Background: an optimization exercise with open tools, aiming at small area. Do not read the settings as production practice.
Function was checked by simulation only, so behaviour that the tests miss may differ from the original.

==> v29: inputs <==
Design regfile_2w_scoreboard, start of the top module:
module regfile_2w_scoreboard #(
    parameter int DATA_W   = 32,
    parameter int ADDR_W   = 5,
    parameter int ZERO_REG = 1,
    parameter int BYPASS   = 1
) (
    input  logic              clk,
    input  logic              reset,
    input  logic [ADDR_W-1:0] rd_addr1,
    input  logic [ADDR_W-1:0] rd_addr2,
    output logic [DATA_W-1:0] rd_data1,
    output logic [DATA_W-1:0] rd_data2,
    output logic              rd_busy1,
    output logic              rd_busy2,
    input  logic              wr_en_a,
    input  logic [ADDR_W-1:0] wr_addr_a,
    input  logic [DATA_W-1:0] wr_data_a,
    input  logic              wr_en_b,
    input  logic [ADDR_W-1:0] wr_addr_b,
    input  logic [DATA_W-1:0] wr_data_b,
    input  logic              claim_en,
    input  logic [ADDR_W-1:0] claim_addr,
    output logic              collision
);
clock: 7.0 ns
lec_check: 0
cap_margin: 10
cell_pad_in_sites_detail_placement: 2
cell_pad_in_sites_global_placement: 2
core_margin: 2
core_utilization: 30
setup_slack_margin: 0.3
slew_margin: 10
synth_hierarchical: 1
synth_minimum_keep_size: 0
run.sh (not shown) runs the stock make flow with config.mk's settings and CLKGATE_MAP_FILE= SYNTH_SCRIPT=/design/flow/synth_recipe.tcl, a recipe that flattens the netlist after the stock synthesis.
==> v23: changes against v29 <==
Settings changed: CTS_BUF_LIST set to sky130_fd_sc_hd__clkbuf_8, CTS_CLUSTER_DIAMETER set to 60, CTS_CLUSTER_SIZE set to 12.
==> v30: changes against v29 <==
--- a/flow/design.v
+++ b/flow/design.v
@@ -19,14 +19,15 @@
     input  logic [ADDR_W-1:0] wr_addr_b,
     input  logic [DATA_W-1:0] wr_data_b,
     input  logic              claim_en,
     input  logic [ADDR_W-1:0] claim_addr,
     output logic              collision
 );
     localparam int DEPTH = 1 << ADDR_W;
+    localparam int NT    = DEPTH + 1;           
     logic [DATA_W-1:0] regs [1:DEPTH-1];
     logic [DATA_W-1:0] regs_nxt [1:DEPTH-1];
     logic [DEPTH-1:1]  pend, pend_nxt;
     logic [DEPTH-1:1]  valid, valid_nxt;
     logic [DEPTH-1:1]  wa, wb, cl;
     logic [DEPTH-1:1]  s_a, s_h;
     logic              we_a, we_b;
@@ -49,46 +50,48 @@
                 .sa(s_a[i]), .sb(wb[i]), .sh(s_h[i]),
                 .da(wr_data_a[b]), .db(wr_data_b[b]), .q(regs[i][b]),
                 .d(regs_nxt[i][b])
             );
         end
     end
     logic [ADDR_W-1:0] ra [2];
-    logic [DEPTH-1:1]  dsel [2];
-    logic [DEPTH-1:1]  rsel [2];
-    logic              r_nhit [2], r_sa [2], r_sb [2];
+    logic [NT-1:0]     rsel [2];
+    logic [DEPTH-1:0]  psel [2];
+    logic [DEPTH-1:0]  pterm [2];
     logic              rbusy [2];
     assign ra[0] = rd_addr1;
     assign ra[1] = rd_addr2;
     for (genvar p = 0; p < 2; p++) begin : g_rport
-        logic hit_a, hit_b, hit_c, preg;
-        logic [3:0] unused_lo;
-        logic [7:0] unused_hi;
+        logic hit_a, hit_b, hit_c, hit;
         assign hit_a = we_a && (wr_addr_a == ra[p]);
         assign hit_b = we_b && (wr_addr_b == ra[p]);
         assign hit_c = claim_en && (claim_addr == ra[p]) && (ra[p] != '0);
-        assign r_nhit[p] = !(hit_a || hit_b);
-        assign r_sb[p]   = hit_b;
-        assign r_sa[p]   = hit_a && !hit_b;
-        rf_dec u_dec (.en(1'b1), .ad(ra[p]), .y(dsel[p]), .lo_n(unused_lo), .hi_n(unused_hi));
+        assign hit   = hit_a || hit_b;
+        assign rsel[p][0] = hit_b;
+        assign rsel[p][1] = hit_a && !hit_b;
+        logic [3:0] unused_lo;
+        logic [7:0] unused_hi;
+        rf_dec u_dec (.en(!hit), .ad(ra[p]), .y(psel[p][DEPTH-1:1]), .lo_n(unused_lo), .hi_n(unused_hi));
         for (genvar i = 1; i < DEPTH; i++) begin : g_sel
-            rf_and2 u_v (.a(dsel[p][i]), .b(valid[i]), .x(rsel[p][i]));
-        end
-        rf_aomux #(.N(DEPTH - 1)) u_busy (.sel(dsel[p]), .src(pend), .y(preg));
-        assign rbusy[p] = r_nhit[p] ? preg : hit_c;
+            rf_and2 u_v (.a(psel[p][i]), .b(valid[i]), .x(rsel[p][i + 1]));
+        end
+        assign psel[p][0]  = hit;
+        assign pterm[p][0] = hit_c;
+        assign pterm[p][DEPTH-1:1] = pend;
+        rf_aomux #(.N(DEPTH)) u_busy (.sel(psel[p]), .src(pterm[p]), .y(rbusy[p]));
     end
     for (genvar b = 0; b < DATA_W; b++) begin : g_rbit
-        logic [DEPTH-1:1] src;
+        logic [NT-1:0] src;
+        assign src[0] = wr_data_b[b];
+        assign src[1] = wr_data_a[b];
         for (genvar i = 1; i < DEPTH; i++) begin : g_src
-            assign src[i] = regs[i][b];
-        end
-        rf_rbit u_r1 (.sel(rsel[0]), .src(src), .nhit(r_nhit[0]), .sa(r_sa[0]), .sb(r_sb[0]),
-                      .da(wr_data_a[b]), .db(wr_data_b[b]), .y(rd_data1[b]));
-        rf_rbit u_r2 (.sel(rsel[1]), .src(src), .nhit(r_nhit[1]), .sa(r_sa[1]), .sb(r_sb[1]),
-                      .da(wr_data_a[b]), .db(wr_data_b[b]), .y(rd_data2[b]));
+            assign src[i + 1] = regs[i][b];
+        end
+        rf_aomux #(.N(NT)) u_r1 (.sel(rsel[0]), .src(src), .y(rd_data1[b]));
+        rf_aomux #(.N(NT)) u_r2 (.sel(rsel[1]), .src(src), .y(rd_data2[b]));
     end
     assign rd_busy1 = rbusy[0];
     assign rd_busy2 = rbusy[1];
     always_ff @(posedge clk) begin
         for (int i = 1; i < DEPTH; i++) regs[i] <= regs_nxt[i];
     end
     always_ff @(posedge clk or negedge reset) begin
@@ -121,31 +124,14 @@
     end
     for (genvar k = 0; k < 8; k++) begin : g_hi
         rf_nand4 u_hi (.a(en), .b(ad[4] == k[2]), .c(ad[3] == k[1]), .d(ad[2] == k[0]), .y(hi_n[k]));
     end
     for (genvar i = 1; i < 32; i++) begin : g_y
         rf_nor2 u_y (.a(lo_n[i % 4]), .b(hi_n[i / 4]), .y(y[i]));
     end
-endmodule
-module rf_rbit (
-    input  logic [31:1] sel,
-    input  logic [31:1] src,
-    input  logic        nhit, sa, sb, da, db,
-    output logic        y
-);
-    logic [2:0] z;
-    rf_aoterms #(.N(31)) u_t (.sel(sel), .src(src), .z(z));
-    rf_rfin u_f (.z(z), .nhit(nhit), .sa(sa), .sb(sb), .da(da), .db(db), .y(y));
-endmodule
-module rf_rfin (
-    input  logic [2:0] z,
-    input  logic       nhit, sa, sb, da, db,
-    output logic       y
-);
-    assign y = (|z & nhit) | (sa & da) | (sb & db);
 endmodule
 module rf_aomux #(
     parameter int N = 33
 ) (
     input  logic [N-1:0] sel,
     input  logic [N-1:0] src,
     output logic         y
@@ -175,39 +161,14 @@
     for (genvar k = 0; k < NQ; k++) begin : g_q
         localparam int LO = 4 * k;
         localparam int HI = (4 * k + 3 < NG) ? 4 * k + 3 : NG - 1;
         rf_nand #(.N(HI - LO + 1)) u_n (.a(g[HI:LO]), .y(z[k]));
     end
     assign y = |z;
 endmodule
-module rf_aoterms #(
-    parameter int N = 31
-) (
-    input  logic [N-1:0] sel,
-    input  logic [N-1:0] src,
-    output logic [2:0]   z
-);
-    localparam int NG = (N + 2) / 3;
-    logic [NG-1:0] g;
-    for (genvar k = 0; k < NG; k++) begin : g_grp
-        if (3 * k + 2 < N) begin : g_3
-            rf_aoi222 u_g (
-                .a1(sel[3*k]),   .a2(src[3*k]),
-                .b1(sel[3*k+1]), .b2(src[3*k+1]),
-                .c1(sel[3*k+2]), .c2(src[3*k+2]),
-                .y(g[k])
-            );
-        end else begin : g_1
-            rf_nand2 u_g (.a(sel[3*k]), .b(src[3*k]), .y(g[k]));
-        end
-    end
-    rf_nand #(.N(4)) u_n0 (.a(g[3:0]),  .y(z[0]));
-    rf_nand #(.N(4)) u_n1 (.a(g[7:4]),  .y(z[1]));
-    rf_nand #(.N(3)) u_n2 (.a(g[10:8]), .y(z[2]));
-endmodule
 module rf_aoi222 (
     input  logic a1, a2, b1, b2, c1, c2,
     output logic y
 );
     assign y = ~((a1 & a2) | (b1 & b2) | (c1 & c2));
 endmodule
 module rf_aoi22 (
Settings changed: CTS_BUF_LIST set to sky130_fd_sc_hd__clkbuf_8, SETUP_SLACK_MARGIN 0.3 to 0.1.
==> flow_summary.yaml <==
setup_path:
  path_depth: 10
timing:
  post-route-period-util_pct: 97.0
route:
  routed_wl_um: 315000
layout:
  buffer_area_share_pct: 7.93
  nMultiInputCombCells: 2593
  final_cell_area_sq_mm: 0.0594
placement:
  detailed_place.area_sq_mm: 0.0552
outcome:
  status: "complete, no violations"
The numbers above come from v29.

==> flow_summary.yaml <==
outcome:
  status: "complete, but fails checks"
  violations: "negative setup slack"
timing:
  post-route-period-util_pct: 100
  finalSetupViolCount: 2
  layout_setup_ws_ns: -0.00997
setup_path:
  path_depth: 17
layout:
  buffer_area_share_pct: 11.4
The numbers above come from v30.

==> flow_summary.yaml <==
layout:
  final_cell_area_sq_mm: 0.0581
  buffer_area_share_pct: 8.16
outcome:
  status: "complete, no violations"
setup_path:
  path_depth: 10
route:
  routed_wl_um: 313000
The numbers above come from v23.

==> port drivers added, routing unchanged <==
The flow's constraints put no driver on any port. The routed layouts listed below were extracted and timed again, unchanged, in two steps.
Step 1: set_driving_cell puts a clkbuf_16 on clk and a buf_2 on each other input, an assumption about the parent block.
Step 2 times the ports against the registers' clock, not the clock port: input delays grow and output delays shrink by t, the midpoint of the rising clock arrivals with the driver on.
a / b / c = ideal ports / drivers / drivers and shift; a / b = the first two.
run | shift t [ns] | setup slack, ns | worst setup path after step 2 | worst data-port slew with drivers (ns) | cell pins on the clock port's net
v29 | 0.847 | 0.210 / 0.185 / 0.185 | input to output | 0.05 | 1
v23 | 0.962 | 0.208 / 0.183 / 0.183 | input to output | 0.05 | 1
v30 | 1.033 | -0.010 / -0.040 / -0.040 | input to output | 0.12 | 1
For v30, which loses most, drivers alone change the setup slack by -0.030 ns; drivers and shift together by -0.030 ns.
